Background: an optimization exercise with open tools, aiming at a short achievable clock period and few clock cycles per item. Do not read the settings as production practice. The RTL was checked by simulation tests, not by an equivalence proof against the original design. No activity file was given, so power comes from the tool's default toggle rates.

===== flow/design.v =====
package dnsr_pkg;
    localparam int ID_W    = 16;
    localparam int ADDR_W  = 32;
    localparam int PORT_W  = 16;
    localparam int TIME_W  = 32;
    localparam int AGE_W   = 16;
    localparam int LIMIT_W = 4;
    localparam int REM_W   = 4;
    localparam int unsigned AGE_SCALE_MS = 1000;
    localparam logic [AGE_W-1:0]   AGE_RESET   = 16'd60;
    localparam logic [LIMIT_W-1:0] LIMIT_RESET = 4'd5;
    localparam logic REG_AGE_SECONDS = 1'b0;
    localparam logic REG_KEEP_LIMIT  = 1'b1;
    typedef enum logic [1:0] {
        CMD_ADD   = 2'd0,
        CMD_FIND  = 2'd1,
        CMD_SWEEP = 2'd2
    } cmd_t;
    typedef enum logic [2:0] {
        STAT_ADDED      = 3'd0,
        STAT_RETRANS    = 3'd1,
        STAT_REPLY_HIT  = 3'd2,
        STAT_REPLY_MISS = 3'd3,
        STAT_SWEEP_DONE = 3'd4
    } status_t;
    typedef enum logic [1:0] {
        S_IDLE,
        S_SCAN,
        S_WRITE,
        S_DONE
    } state_t;
    typedef struct packed {
        logic [ID_W-1:0]   local_id;
        logic [ID_W-1:0]   client_id;
        logic [ADDR_W-1:0] addr;
        logic [PORT_W-1:0] port;
        logic [TIME_W-1:0] stamp;
    } entry_t;
endpackage
module dns_relay_query_id_table_unit #(
    parameter int TABLE_DEPTH = 8
) (
    input  logic        aclk,
    input  logic        aresetn,
    input  logic        s_tvalid,
    output logic        s_tready,
    input  logic [95:0] s_tdata,
    input  logic [1:0]  s_tuser,
    output logic        m_tvalid,
    input  logic        m_tready,
    output logic [71:0] m_tdata,
    output logic [2:0]  m_tuser,
    input  logic        cfg_wr_en,
    input  logic        cfg_index,
    input  logic [15:0] cfg_wdata
);
    localparam int IDX_W   = (TABLE_DEPTH > 1) ? $clog2(TABLE_DEPTH) : 1;
    localparam int CNT_W   = $clog2(TABLE_DEPTH + 1);
    localparam int LIM_W   = dnsr_pkg::LIMIT_W;
    localparam int CMP_W   = (CNT_W > LIM_W) ? CNT_W : LIM_W;
    localparam int RM_W    = dnsr_pkg::REM_W;
    localparam logic [IDX_W:0]   DEPTH_X = (IDX_W+1)'(TABLE_DEPTH);
    localparam logic [CNT_W-1:0] DEPTH_C = CNT_W'(TABLE_DEPTH);
    function automatic logic [IDX_W-1:0] slot_at(input logic [IDX_W-1:0] base,
                                                 input logic [IDX_W-1:0] pos);
        logic [IDX_W:0] sum;
        sum = {1'b0, base} + {1'b0, pos};
        if (sum >= DEPTH_X) begin
            sum = sum - DEPTH_X;
        end
        slot_at = sum[IDX_W-1:0];
    endfunction
    function automatic logic [IDX_W-1:0] ring_inc(input logic [IDX_W-1:0] idx);
        logic [IDX_W:0] nxt;
        nxt = {1'b0, idx} + 1'b1;
        if (nxt >= DEPTH_X) begin
            nxt = '0;
        end
        ring_inc = nxt[IDX_W-1:0];
    endfunction
    localparam int ENTRY_W = 2 * dnsr_pkg::ID_W + dnsr_pkg::ADDR_W + dnsr_pkg::PORT_W +
                             dnsr_pkg::TIME_W;
    logic [ENTRY_W-1:0] mem [0:TABLE_DEPTH-1];
    dnsr_pkg::state_t     state_reg, state_next;
    logic [IDX_W-1:0]     oldest_reg, oldest_next;
    logic [CNT_W-1:0]     count_reg, count_next;
    logic [15:0]          next_id_reg, next_id_next;
    logic [15:0]          age_reg;
    logic [LIM_W-1:0]     limit_reg;
    logic [CNT_W-1:0]     issue_reg, issue_next;
    logic                 rd_vld_reg, rd_vld_next;
    logic                 m_tvalid_reg, m_tvalid_next;
    dnsr_pkg::cmd_t       cmd_reg, cmd_next;
    logic [15:0]          qid_reg, qid_next;
    logic [31:0]          addr_reg, addr_next;
    logic [15:0]          port_reg, port_next;
    logic [31:0]          now_reg, now_next;
    logic [31:0]          cutoff_reg, cutoff_next;
    logic [IDX_W-1:0]     base_reg, base_next;
    logic [CNT_W-1:0]     len_reg, len_next;
    logic [CNT_W-1:0]     removed_reg, removed_next;
    dnsr_pkg::status_t    res_status_reg, res_status_next;
    logic [15:0]          res_id_reg, res_id_next;
    logic [31:0]          res_addr_reg, res_addr_next;
    logic [15:0]          res_port_reg, res_port_next;
    dnsr_pkg::entry_t     rd_data_reg;
    logic [71:0]          m_tdata_reg, m_tdata_next;
    logic [2:0]           m_tuser_reg, m_tuser_next;
    logic                 in_fire;
    logic                 out_free;
    logic [31:0]          age_ms;
    logic                 issue_more;
    logic                 cid_hit;
    logic                 lid_hit;
    logic                 keep_head;
    logic                 stop;
    logic                 exhausted;
    logic                 rd_en;
    logic [IDX_W-1:0]     rd_addr;
    logic                 full;
    logic                 mem_we;
    logic [IDX_W-1:0]     wr_addr;
    dnsr_pkg::entry_t     wr_entry;
    assign s_tready = (state_reg == dnsr_pkg::S_IDLE);
    assign in_fire  = s_tvalid && s_tready;
    assign out_free = !m_tvalid_reg || m_tready;
    assign age_ms   = 32'(age_reg) * 32'(dnsr_pkg::AGE_SCALE_MS);
    assign issue_more = issue_reg < len_reg;
    assign cid_hit    = rd_data_reg.client_id == qid_reg;
    assign lid_hit    = rd_data_reg.local_id == qid_reg;
    assign keep_head  = !((rd_data_reg.stamp < cutoff_reg) ||
                          (CMP_W'(count_reg) > CMP_W'(limit_reg)));
    always_comb begin
        stop = 1'b0;
        if (rd_vld_reg) begin
            case (cmd_reg)
                dnsr_pkg::CMD_ADD:   stop = cid_hit;
                dnsr_pkg::CMD_FIND:  stop = lid_hit;
                dnsr_pkg::CMD_SWEEP: stop = keep_head;
                default:             stop = 1'b1;
            endcase
        end
    end
    assign exhausted = !stop && !issue_more && !rd_vld_reg;
    assign rd_en     = (state_reg == dnsr_pkg::S_SCAN) && !stop && issue_more;
    assign rd_addr   = slot_at(base_reg, issue_reg[IDX_W-1:0]);
    assign full     = count_reg == DEPTH_C;
    assign mem_we   = state_reg == dnsr_pkg::S_WRITE;
    assign wr_addr  = full ? oldest_reg : slot_at(oldest_reg, count_reg[IDX_W-1:0]);
    assign wr_entry = {next_id_reg, qid_reg, addr_reg, port_reg, now_reg};
    always_comb begin
        state_next = state_reg;
        unique case (state_reg)
            dnsr_pkg::S_IDLE: begin
                if (in_fire) begin
                    case (s_tuser)
                        dnsr_pkg::CMD_ADD,
                        dnsr_pkg::CMD_FIND,
                        dnsr_pkg::CMD_SWEEP: state_next = dnsr_pkg::S_SCAN;
                        default:             state_next = dnsr_pkg::S_IDLE;
                    endcase
                end
            end
            dnsr_pkg::S_SCAN: begin
                if (stop) begin
                    state_next = dnsr_pkg::S_DONE;
                end else if (exhausted) begin
                    state_next = (cmd_reg == dnsr_pkg::CMD_ADD) ? dnsr_pkg::S_WRITE
                                                                : dnsr_pkg::S_DONE;
                end
            end
            dnsr_pkg::S_WRITE: begin
                state_next = dnsr_pkg::S_DONE;
            end
            dnsr_pkg::S_DONE: begin
                if (out_free) begin
                    state_next = dnsr_pkg::S_IDLE;
                end
            end
        endcase
    end
    always_comb begin
        cmd_next        = cmd_reg;
        qid_next        = qid_reg;
        addr_next       = addr_reg;
        port_next       = port_reg;
        now_next        = now_reg;
        cutoff_next     = cutoff_reg;
        base_next       = base_reg;
        len_next        = len_reg;
        issue_next      = issue_reg;
        removed_next    = removed_reg;
        oldest_next     = oldest_reg;
        count_next      = count_reg;
        next_id_next    = next_id_reg;
        res_status_next = res_status_reg;
        res_id_next     = res_id_reg;
        res_addr_next   = res_addr_reg;
        res_port_next   = res_port_reg;
        rd_vld_next     = rd_en;
        m_tvalid_next   = m_tvalid_reg;
        m_tdata_next    = m_tdata_reg;
        m_tuser_next    = m_tuser_reg;
        if (m_tvalid_reg && m_tready) begin
            m_tvalid_next = 1'b0;
        end
        unique case (state_reg)
            dnsr_pkg::S_IDLE: begin
                if (in_fire) begin
                    cmd_next      = dnsr_pkg::cmd_t'(s_tuser);
                    qid_next      = s_tdata[15:0];
                    addr_next     = s_tdata[47:16];
                    port_next     = s_tdata[63:48];
                    now_next      = s_tdata[95:64];
                    cutoff_next   = s_tdata[95:64] - age_ms;
                    base_next     = oldest_reg;
                    len_next      = count_reg;
                    issue_next    = '0;
                    removed_next  = '0;
                    res_id_next   = '0;
                    res_addr_next = '0;
                    res_port_next = '0;
                end
            end
            dnsr_pkg::S_SCAN: begin
                if (rd_en) begin
                    issue_next = issue_reg + 1'b1;
                end
                if (rd_vld_reg && (cmd_reg == dnsr_pkg::CMD_SWEEP) && !keep_head) begin
                    oldest_next  = ring_inc(oldest_reg);
                    count_next   = count_reg - 1'b1;
                    removed_next = removed_reg + 1'b1;
                end
                case (cmd_reg)
                    dnsr_pkg::CMD_ADD: begin
                        if (stop) begin
                            res_status_next = dnsr_pkg::STAT_RETRANS;
                            res_id_next     = rd_data_reg.local_id;
                        end
                    end
                    dnsr_pkg::CMD_FIND: begin
                        if (stop) begin
                            res_status_next = dnsr_pkg::STAT_REPLY_HIT;
                            res_id_next     = rd_data_reg.client_id;
                            res_addr_next   = rd_data_reg.addr;
                            res_port_next   = rd_data_reg.port;
                        end else begin
                            res_status_next = dnsr_pkg::STAT_REPLY_MISS;
                        end
                    end
                    default: begin
                        res_status_next = dnsr_pkg::STAT_SWEEP_DONE;
                    end
                endcase
            end
            dnsr_pkg::S_WRITE: begin
                if (full) begin
                    oldest_next  = ring_inc(oldest_reg);
                    removed_next = CNT_W'(1);
                end else begin
                    count_next = count_reg + 1'b1;
                end
                next_id_next    = next_id_reg + 1'b1;
                res_status_next = dnsr_pkg::STAT_ADDED;
                res_id_next     = next_id_reg;
            end
            dnsr_pkg::S_DONE: begin
                if (out_free) begin
                    m_tvalid_next = 1'b1;
                    m_tdata_next  = {4'b0, RM_W'(removed_reg), res_port_reg,
                                     res_addr_reg, res_id_reg};
                    m_tuser_next  = res_status_reg;
                end
            end
        endcase
    end
    always_ff @(posedge aclk) begin
        if (mem_we) begin
            mem[wr_addr] <= wr_entry;
        end
        if (rd_en) begin
            rd_data_reg <= mem[rd_addr];
        end
    end
    always_ff @(posedge aclk) begin
        if (!aresetn) begin
            state_reg    <= dnsr_pkg::S_IDLE;
            oldest_reg   <= '0;
            count_reg    <= '0;
            next_id_reg  <= '0;
            issue_reg    <= '0;
            rd_vld_reg   <= 1'b0;
            m_tvalid_reg <= 1'b0;
            age_reg      <= dnsr_pkg::AGE_RESET;
            limit_reg    <= dnsr_pkg::LIMIT_RESET;
        end else begin
            state_reg    <= state_next;
            oldest_reg   <= oldest_next;
            count_reg    <= count_next;
            next_id_reg  <= next_id_next;
            issue_reg    <= issue_next;
            rd_vld_reg   <= rd_vld_next;
            m_tvalid_reg <= m_tvalid_next;
            if (cfg_wr_en) begin
                unique case (cfg_index)
                    dnsr_pkg::REG_AGE_SECONDS: age_reg   <= cfg_wdata;
                    dnsr_pkg::REG_KEEP_LIMIT:  limit_reg <= cfg_wdata[LIM_W-1:0];
                endcase
            end
        end
    end
    always_ff @(posedge aclk) begin
        cmd_reg        <= cmd_next;
        qid_reg        <= qid_next;
        addr_reg       <= addr_next;
        port_reg       <= port_next;
        now_reg        <= now_next;
        cutoff_reg     <= cutoff_next;
        base_reg       <= base_next;
        len_reg        <= len_next;
        removed_reg    <= removed_next;
        res_status_reg <= res_status_next;
        res_id_reg     <= res_id_next;
        res_addr_reg   <= res_addr_next;
        res_port_reg   <= res_port_next;
        m_tdata_reg    <= m_tdata_next;
        m_tuser_reg    <= m_tuser_next;
    end
    assign m_tvalid = m_tvalid_reg;
    assign m_tdata  = m_tdata_reg;
    assign m_tuser  = m_tuser_reg;
endmodule

===== flow/run.sh =====
#!/bin/bash
# synth_recipe.tcl (not shown) runs the flow's synth.tcl, then flattens the netlist and writes it again
# the make line also repeats each setting of config.mk as NAME=value (left out here)
make -C /OpenROAD-flow-scripts/flow DESIGN_CONFIG=/design/flow/config.mk WORK_HOME=/design/flow/orfs CLKGATE_MAP_FILE= SYNTH_SCRIPT=/design/flow/synth_recipe.tcl finish

===== flow/config.mk =====
export PLATFORM = sky130hd
export DESIGN_NAME = dns_relay_query_id_table_unit
export DESIGN_NICKNAME = dns_relay_query_id_table_unit
export VERILOG_FILES = /design/flow/design.v
export SDC_FILE = /design/flow/constraint.sdc
export NUM_CORES = 4
export LEC_CHECK = 0
export CAP_MARGIN = 20
export CORE_MARGIN = 2
export CORE_UTILIZATION = 40
export SLEW_MARGIN = 20

===== flow/constraint.sdc =====
create_clock -name core_clock -period 7.5 [get_ports {aclk}]
set_input_delay 1.5000 -clock core_clock [delete_from_list [all_inputs] [get_ports {aclk}]]
set_output_delay 1.5000 -clock core_clock [all_outputs]
set_load 0.01 [all_outputs]

==> impl_metrics.csv <==
group,metric,value,unit
place,hpwl,64000,µm
global_route,grt_pass1_vias,27515,
cts,cts_tree,"done",
worst_setup_path,path_class,"reg2reg",
sta,setup_viol,0,
drt,via_per_inst,5.20,
place,numPortBuffers,192,
drt,first_iter_violations,1921,
place,placed_area,0.0579,mm²
layout,largest_reg_flops,896,
worst_setup_path,reg2reg_slack,0.58,ns
cts,cts_resized,0,
worst_setup_path,crit_required,8.01,ns
global_route,grt_pass1_wl,171000,µm
worst_setup_path,cpMostUsedCell,"fa_1",
global_route,grt_usage,16.8,%
floorplanning,ios,197,
pwr,sequentialPowerShare,45.4,%
pwr,power_leakage,0.0212,µW
sta,min_period,6.92,ns
pwr,vdd_ir_drop_max,0.324,mV
pwr,clkPwrFrac,29.1,%
worst_setup_path,crit_chain,"inv_1 > fa_1 > fa_1 > fa_1 > fa_1 > inv_1 > ha_1 > a2111oi_0 > o21ai_0 > nand3_1 > a21oi_1 > o41ai_1 > o21ai_0 > a21o_1 > ha_1 > a211oi_1 > nand2_1 > nor3_1 > a211oi_1 > o21ai_0 > nand3b_1 > xnor2_1",
floorplanning,start_util,40.2,%
drt,ant_nets,0,
floorplanning,core,0.133,mm²
logic_synthesis,synth-edff-count,1284,
floorplanning,std_cell_rows,134,
hold_path,min_path_type,"reg2reg",
sta,fin_worst_skew,0.0303,ns
global_route,overflow,0,
sta,tightest_slew,1.06,ns
layout,final_nets,3340,
layout,final_common_cell,"edfxtp_1",
worst_setup_path,crit_buf_inv,2,
worst_setup_path,cp.arrival,7.43,ns
cts,clk_latency,0.76,ns
cts,cts_setup_buffers,0,
sta,timing.final.crit_share,92.3,%
pwr,p_sw,6580,µW
worst_setup_path,critPathMaxStageDelay,0.65,ns
floorplanning,dieArea,0.137,mm²
sta,slew_headroom,29.1,%
global_route,grt_max_degree,151,
drt,firstDrtPassIters,4,
cts,holdBufCountCts,0,
sta,slew_violations,0,
hold_path,hold_start,"res_addr_reg[13]",
logic_synthesis,ys_types,62,
worst_setup_path,r2r_start,"age_reg[5]",
sta,hold_viol,0,
worst_setup_path,crit_family,"adder cells",
pwr,cellPowerDensity,370,mW/mm²
drt,drc,0,
pwr,switching_share,28.5,%
layout,final_cell_mix,"1284 x edfxtp_1, 224 x mux4_2, 192 x clkdlybuf4s50_1, 148 x inv_1, 145 x clkbuf_16",
layout,area_growth,16.3,%
logic_synthesis,synthArstFlopShare,0,%
logic_synthesis,yosysSeqAreaShare,73.8,%
worst_setup_path,cp_slowest_cell,"o41ai_1",
logic_synthesis,syn_area,0.0536,mm²
worst_setup_path,path_max_fanout,7,
sta,fmax,144,MHz
sta,fin_tns_setup,0,ns
place,gp_congestion,0.809,
logic_synthesis,syn_inst,2751,
cts,clockBufferDepth,3,
cts,cts-root-buf,"clkbuf_16",
drt,wl_per_cell,23.2,µm
logic_synthesis,synth-seq-cells,1335,
global_route,antenna_found_initial,3,
drt,wirelength,114000,µm
logic_synthesis,yosys_warnings,1,
status,run_status,"no timing/DRC/antenna violations",
floorplanning,die_h,370,µm
cts,cts_sinks,1335,
drt,num_vias,25527,
layout,finalNonFillerCells,4912,
logic_synthesis,synthFlopType,"edfxtp_1",
worst_setup_path,crit_path_end_kind,"register",
pwr,p_comb_share,25.6,%
layout,layout-drive-gt1-share,18.8,%
sta,rsz0062_at_grt,"no",
floorplanning,die_x,370,µm
pwr,p_int,16500,µW
worst_setup_path,critical_path.startpoint,"age_reg[5]",
place,dp_cells,4662,
layout,antennaDiodeCount,0,
run,cap_violations,0,
cts,clk_pin_slew_worst_paths,0.06,ns
logic_synthesis,postSynthAreaPerCell,19.5,µm²
worst_setup_path,crit_path_start_kind,"register",
cts,htreeDepth,4,
cts,cts_inserted_buffers,139,
layout,design_area,0.0624,mm²
[metal layers]
layer	track usage, %	part of all wire (%)	vias up
met4	4.56	2.0	4
met2	28.2	49	580
met1	22.2	43	13399
met5	0	0.017	-
met3	3.50	5.1	139
li1	-	-	11405
[Yosys cell counts, types with 3 or more instances]
master | count | share of area [%]
mux2i_1 | 25 | 0.47
nor3b_1 | 3 | 0.042
o21a_1 | 14 | 0.20
o21ai_0 | 48 | 0.45
inv_1 | 148 | 1.0
clkbuf_1 | 69 | 0.48
or3_1 | 5 | 0.058
nor2_1 | 57 | 0.40
ha_1 | 126 | 2.9
nor2b_1 | 16 | 0.19
a31oi_1 | 4 | 0.047
o31a_1 | 3 | 0.049
fa_1 | 58 | 2.2
xnor2_1 | 45 | 0.73
a31o_2 | 5 | 0.082
o21ai_1 | 3 | 0.028
a21o_1 | 27 | 0.38
nand2b_1 | 17 | 0.20
mux2_2 | 114 | 2.4
o22ai_1 | 4 | 0.047
and2_1 | 67 | 0.78
nand4_1 | 10 | 0.12
a2111oi_0 | 3 | 0.049
o211ai_1 | 8 | 0.11
edfxtp_1 | 1284 | 72
a21boi_0 | 23 | 0.32
mux4_2 | 224 | 9.4
and3_1 | 9 | 0.10
nand2_1 | 88 | 0.62
buf_1 | 13 | 0.091
or2_2 | 3 | 0.035
o21bai_1 | 3 | 0.042
nor4_1 | 5 | 0.058
o31ai_1 | 5 | 0.070
buf_4 | 4 | 0.056
nor3_1 | 20 | 0.19
dfxtp_1 | 51 | 1.9
nand3_1 | 29 | 0.27
a21oi_1 | 41 | 0.38
xor2_1 | 34 | 0.56
a211oi_1 | 10 | 0.14
[power by group through the flow]
stage               Sequential, µW  Combinational, µW  Clock (µW)
floorplan                    10500               4310           0
global placement             10600               5860           0
detailed placement           10600               5980           0
CTS                          10500               6010        6880
global route                 10600               6520        7150
finish                       10500               5910        6710
[stage by stage]
stage | hold WS [ns] | total power [µW] | utilization, % | worst slack [ns]
floorplan | 0.400 | 14800 | - | -2.32
global placement | 0.403 | 16400 | 43.4 | 0.572
detailed placement | 0.405 | 16600 | 43.4 | 0.625
CTS | 0.405 | 23400 | 46.8 | 0.623
global route | 0.421 | 24300 | 46.8 | 0.176
finish | 0.401 | 23100 | 46.8 | 0.579
[final cells by class]
class / instances / area [µm²]
Tap cell: 1768 / 2210
Clock buffer: 175 / 3760
Clock inverter: 74 / 694
Timing Repair Buffer: 229 / 2310
Inverter: 148 / 556
Multi-Input combinational cell: 1183 / 13300
Fill cell: 10926 / 70900
Sequential cell: 1335 / 39600
[path summary, 6_finish.rpt]
check / endpoint / cells after the start
max: cutoff_reg[30] / 22
min: m_tdata_reg[29] / 0
max reg2reg: cutoff_reg[30] / 22
min reg2reg: m_tdata_reg[29] / 0
[cell families (layout without fill, tap and decap cells)]
logic type,count (synthesis),in the layout,synth area share (%)
adders and majority gates,184,184,5.10
buffers and inverters,236,626,1.68
xor gates and xnor gates,79,79,1.29
DFF,1335,1335,73.8
muxes,363,363,12.3
other,1,4,0.00699
AOI/OAI and AO/OA,216,216,2.66
and+or+nand+nor,337,337,3.19
Testbench counts, summed over its fixed seeds: cycles 18,493, items 2,400.

==> static timing again, ports no longer ideal <==
How much do the figures lean on ideal ports? The routed layout below was timed once more, with nothing changed but the port constraints. Step 1 (the two cells are an assumption about what drives the block):
set clk [get_ports {aclk}]
set_driving_cell -lib_cell sky130_fd_sc_hd__clkbuf_16 $clk
set_driving_cell -lib_cell sky130_fd_sc_hd__buf_2 [delete_from_list [all_inputs] $clk]
Step 2 also shifts input and output timing later by t, the mid clock arrival at the registers, as if the neighbouring blocks saw the same clock. Three values: no drivers, after step 1, after step 2; two values: the first two.
t, ns: 0.811
setup WS [ns]: 0.579 / 0.579 / 0.579
worst setup path after step 2: register to register
After both steps setup and hold are still met in this run. For this run, drivers alone change the setup slack by 0.000 ns; drivers and shift together by 0.000 ns.
